This is an optimization exercise on Yosys and OpenROAD, whose aim is small area and a short achievable clock period, not a production implementation.
The RTL was checked by simulation tests, not by an equivalence proof against the original design.
No activity file was given, so power comes from the tool's default toggle rates.

===== flow/run.sh =====
#!/bin/bash
# synth_recipe.tcl (not shown) runs the flow's synth.tcl, then flattens the netlist and writes it again
# the make line also repeats each setting of config.mk as NAME=value (left out here)
make -C /OpenROAD-flow-scripts/flow DESIGN_CONFIG=/design/flow/config.mk WORK_HOME=/design/flow/orfs CLKGATE_MAP_FILE= SYNTH_SCRIPT=/design/flow/synth_recipe.tcl finish

===== flow/config.mk =====
export PLATFORM = sky130hd
export DESIGN_NAME = stream_fifo
export DESIGN_NICKNAME = stream_fifo
export VERILOG_FILES = /design/flow/design.v
export SDC_FILE = /design/flow/constraint.sdc
export NUM_CORES = 4
export LEC_CHECK = 0
export CAP_MARGIN = 20
export CORE_MARGIN = 2
export CORE_UTILIZATION = 40
export SLEW_MARGIN = 20

===== flow/constraint.sdc =====
create_clock -name core_clock -period 5.0 [get_ports {clock}]
set_input_delay 1.0000 -clock core_clock [delete_from_list [all_inputs] [get_ports {clock}]]
set_output_delay 1.0000 -clock core_clock [all_outputs]
set_load 0.01 [all_outputs]

===== flow/design.v =====
package stream_fifo_pkg;
  localparam int unsigned BUF_SLOTS = 2;
  typedef logic [1:0] slot_cnt_t;
  function automatic logic [2:0] slot_demand(
    input slot_cnt_t occ,
    input logic      pending,
    input logic      pop
  );
    slot_demand = {1'b0, occ} + {2'b0, pending} - {2'b0, pop};
  endfunction
endpackage
module dual_port_memory #(
  parameter int WIDTH = 16,
  parameter int DEPTH = 256,
  parameter int AW    = $clog2(DEPTH)
) (
  input  logic             write_clock,
  input  logic             write_clock_enable,
  input  logic             write_enable,
  input  logic [AW-1:0]    write_address,
  input  logic [WIDTH-1:0] write_data,
  input  logic             read_clock,
  input  logic             read_clock_enable,
  input  logic             read_enable,
  input  logic [AW-1:0]    read_address,
  output logic [WIDTH-1:0] read_data
);
  logic [WIDTH-1:0] mem [DEPTH];
  always_ff @(posedge write_clock) begin
    if (write_clock_enable && write_enable)
      mem[write_address] <= write_data;
  end
  always_ff @(posedge read_clock) begin
    if (read_clock_enable && read_enable)
      read_data <= mem[read_address];
  end
endmodule
module stream_fifo #(
  parameter int WIDTH = 16,
  parameter int DEPTH = 256
) (
  input  logic                       clock,
  input  logic                       reset,
  input  logic [WIDTH-1:0]           in_data,
  input  logic                       in_valid,
  output logic                       in_ready,
  output logic [WIDTH-1:0]           out_data,
  output logic                       out_valid,
  input  logic                       out_ready,
  output logic [$clog2(DEPTH):0]     count,
  output logic                       full,
  output logic                       empty
);
  localparam int AW = $clog2(DEPTH);
  localparam int CW = AW + 1;
  logic [AW-1:0]    wr_ptr;
  logic [AW-1:0]    rd_ptr;
  logic [CW-1:0]    mem_occ;
  stream_fifo_pkg::slot_cnt_t buf_occ;
  stream_fifo_pkg::slot_cnt_t occ_next;
  logic             rd_pending;
  logic [WIDTH-1:0] rd_data;
  logic [WIDTH-1:0] buf_head;
  logic [WIDTH-1:0] buf_tail;
  logic [WIDTH-1:0] head_next;
  logic [WIDTH-1:0] tail_next;
  logic             accept;
  logic             pop;
  logic             read_en;
  assign full      = (count == CW'(DEPTH));
  assign empty     = (count == '0);
  assign in_ready  = !full;
  assign out_valid = (buf_occ != '0);
  assign out_data  = buf_head;
  assign accept    = in_valid && in_ready;
  assign pop       = out_valid && out_ready;
  assign read_en = (mem_occ != '0) &&
    (stream_fifo_pkg::slot_demand(buf_occ, rd_pending, pop) <
     3'(stream_fifo_pkg::BUF_SLOTS));
  always_comb begin
    head_next = buf_head;
    tail_next = buf_tail;
    occ_next  = buf_occ - stream_fifo_pkg::slot_cnt_t'(pop);
    if (pop)
      head_next = buf_tail;
    if (rd_pending) begin
      if (occ_next == 2'd0)
        head_next = rd_data;
      else
        tail_next = rd_data;
      occ_next = occ_next + 2'd1;
    end
  end
  always_ff @(posedge clock) begin
    if (reset) begin
      wr_ptr     <= '0;
      rd_ptr     <= '0;
      mem_occ    <= '0;
      count      <= '0;
      buf_occ    <= '0;
      rd_pending <= 1'b0;
    end else begin
      if (accept)
        wr_ptr <= wr_ptr + AW'(1);
      if (read_en)
        rd_ptr <= rd_ptr + AW'(1);
      mem_occ    <= mem_occ + CW'(accept) - CW'(read_en);
      count      <= count + CW'(accept) - CW'(pop);
      buf_occ    <= occ_next;
      rd_pending <= read_en;
    end
  end
  always_ff @(posedge clock) begin
    buf_head <= head_next;
    buf_tail <= tail_next;
  end
  dual_port_memory #(
    .WIDTH (WIDTH),
    .DEPTH (DEPTH),
    .AW    (AW)
  ) u_mem (
    .write_clock        (clock),
    .write_clock_enable (1'b1),
    .write_enable       (accept),
    .write_address      (wr_ptr),
    .write_data         (in_data),
    .read_clock         (clock),
    .read_clock_enable  (1'b1),
    .read_enable        (read_en),
    .read_address       (rd_ptr),
    .read_data          (rd_data)
  );
endmodule

==> run notes <==
-- cell usage in the layout, fill, tap and decap left out, types with 79 or more instances in the layout --
master     instances
a21oi_1          231
a22oi_1          137
buf_12            80
buf_4            583
clkbuf_1          79
clkbuf_16        414
clkinv_1          92
edfxtp_1        4128
mux2i_1          422
mux4_2           876
nand2_1          134
nor2_1           268
-- cell type report --
class                      count  share of cell area
clock inverter               249              0.0130
tap                         5405              0.0364
multi-input combinational   2840               0.182
timing repair buffer         713              0.0354
inverter                      35            0.000735
antenna                       13            0.000175
sequential                  4181               0.674
clock buffer                 507              0.0585
-- report_power, final --
part / switching, mW / internal [mW] / total (mW) / leakage [nW]
Sequential: 0.397 / 38.9 / 39.3 / 37.6
Clock: 13.3 / 17.3 / 30.6 / 6.43
Combinational: 7.92 / 6.33 / 14.3 / 13.3
Total: 21.7 / 62.5 / 84.2 / 57.2
-- metrics by stage --
| step | instances | setup WS [ns] |
|---|---|---|
| detailed placement | 13200 | 0.134 |
| finish | 13900 | 0.612 |
| floorplan | 7494 | 0.107 |
| CTS | 13900 | 0.598 |
| global placement | 13200 | -0.171 |
| global route | 13900 | 0.615 |
-- path summary, 6_finish.rpt --
path	start	endpoint	slack, ns	cells after the start
setup / recovery	rd_ptr[1]	u_mem.read_data[7]	0.61	9
hold / removal	in_data[9]	u_mem.mem[6][9]	0.46	1
setup reg to reg	rd_ptr[1]	u_mem.read_data[7]	0.61	9
hold reg to reg	u_mem.read_data[3]	buf_tail[3]	0.46	0
-- flip-flops by register name (all words and copies together) (netlist names) --
| signal | flops |
|---|---|
| buf_occ | 2 |
| mem_occ | 9 |
| buf_tail | 16 |
| u_mem.read_data | 16 |
| rd_ptr | 8 |
| buf_head | 16 |
| u_mem.mem | 4096 |
| rd_pending | 1 |
| count | 9 |
| wr_ptr | 8 |
-- worst max-delay path: stages, from the launching register on --
cell and delay, ns:
dfxtp_4 0.76, buf_12 0.33, buf_4 0.40, mux4_2 0.37, nand2_1 0.09, a21oi_1 0.09, a2111oi_2 0.75, a211oi_1 0.32
o41ai_1 0.79, o21ai_1 0.12
-- cells by family after synthesis --
group                      share of synthesized area
AOI/OAI and AO/OA                             0.0348
DFF                                            0.773
xor gates and xnor gates                     0.00157
muxes                                          0.151
and+or+nand+nor                               0.0169
buffers and inverters                         0.0195
adders and majority gates                    0.00277
-- layer usage --
| metal | global-route usage | up-vias |
|---|---|---|
| met5 | 0 | - |
| met4 | 0.0857 | 2 |
| met3 | 0.0450 | 787 |
| met2 | 0.357 | 4744 |
| met1 | 0.316 | 44400 |
| li1 | - | 32900 |
==> run notes <==
status=complete, no violations; max cap viols=0; met3 WL=47,800 um; Post-synth top cells=edfxtp_1 (4,128), mux4_2 (876), mux2i_1 (422); PortBufs=48; Slew Viols, Final=0; number of fill cells=33,100; period utilization=0.878; ys flop type=edfxtp_1; cell taking the most area after synthesis=edfxtp_1; Warnings, synthesis=2; largest net degree at the start of global routing=121; relative slew slack=0.113; Critical Path RT=5.71 ns; GRT Util Overall=0.228; Max Root-Sink Buffers=4; pwr dens=454 nW/um^2; H-tree lvl count=5; share of flip-flops with an asynchronous set or reset=0; Final Cell Area=186,000 sq um; Die Ht=640 um; EDFF count, synth=4,128; M1 wire length=184,000 um; end-of-flow core utilization=0.461; multi-input logic area=33,800 sq um; wire length per cell=34.0 um; crit path DAT=5.10 ns; Synth area leaders=edfxtp_1 (77%), mux4_2 (12%), mux2i_1 (2.6%); WL met2=221,000 um; placed instance area=172,000 sq um; most common cell in the netlist=edfxtp_1; Post-Syn Area=162,000 sq um; post-route antenna net violation count=0; initial antenna violation count=24; Vias=82,900; hold buffers post-CTS=0; critical path class=flip-flop to flip-flop; Overflow after GRT=0; CTS buffer count=408; Worst Max-Slew Pin Slew=1.33 ns; starting density of the core=0.402; hold crit path type=primary input to flip-flop; final count of hold timing violations=0; Design Power=84.2 mW; top sig layer=met5; number of global-route vias before repair=81,200; Core Footprint=403,000 sq um; CP startpoint kind=flip-flop; nets@finish=8,233; latest clock arrival within the worst-skew pair=0.98 ns; register area share after synthesis=0.773; DRC=0; num ports=49; Final TNS setup=0 ns; vias per cell=5.95; Clock transition at path regs=0.07 ns; Mapped Nets=7,548; synthesized area per cell=21.6 sq um; Root Driver=clkbuf_16; endpoint type of the worst setup path=flip-flop; leakage=57.2 nW; RSZ-0062 raised after global routing=no; Finish-stage setup viols=0; skew final=0.0553 ns; minimum clock period=4.39 ns; buffer count from post-CTS setup fixing=0; Max Clk Rate=228 MHz; total die area=409,000 sq um; Hold Slack=0.457 ns; layout cells sized above 1=0.267; FF+latch area=125,000 sq um; drt total wl=474,000 um; global-route wire length before repair=653,000 um; cells after synthesis=7,494; Yosys reg bits=4,181; hpwl dp=294,000 um; CTS tree=done; Peak VDD IR=0.365 mV; top-area cell type share of the netlist area=0.767; Yosys cell types=85; CTS resizes=0; Die Wd=640 um; DR iter-0 viols=12,900; gpl congestion=0.884; Layout area overhead=14.8%; drt pass-1 iters=6; row cnt=233; largest fanout on the critical path=25; clk sinks=4,181

[port drivers added, routing unchanged]
The flow's constraints put no driver on any port. The routed layout listed below was extracted and timed again, unchanged, in two steps.
Step 1 sets driving cells, clkbuf_16 on the clock port and buf_2 on the other inputs (assumed; they add their load-dependent delay and slew).
Step 2 times the ports against the registers' clock, not the clock port: input delays grow and output delays shrink by t, the midpoint of the rising clock arrivals with the driver on.
Slacks: ideal / step 1 / step 2; pairs: ideal / step 1.
t (ns): 1.066
slack for setup (ns): 0.612 / 0.612 / 0.088
latest minus earliest clock arrival (ns): 0.060 / 0.061
slew at the worst register clock pin (ns): 0.07 / 0.07
worst slew at a driven data input, ns: 0.19
After both steps this run still meets setup and hold. For this run, drivers alone change the setup slack by 0.000 ns; drivers and shift together by -0.524 ns.
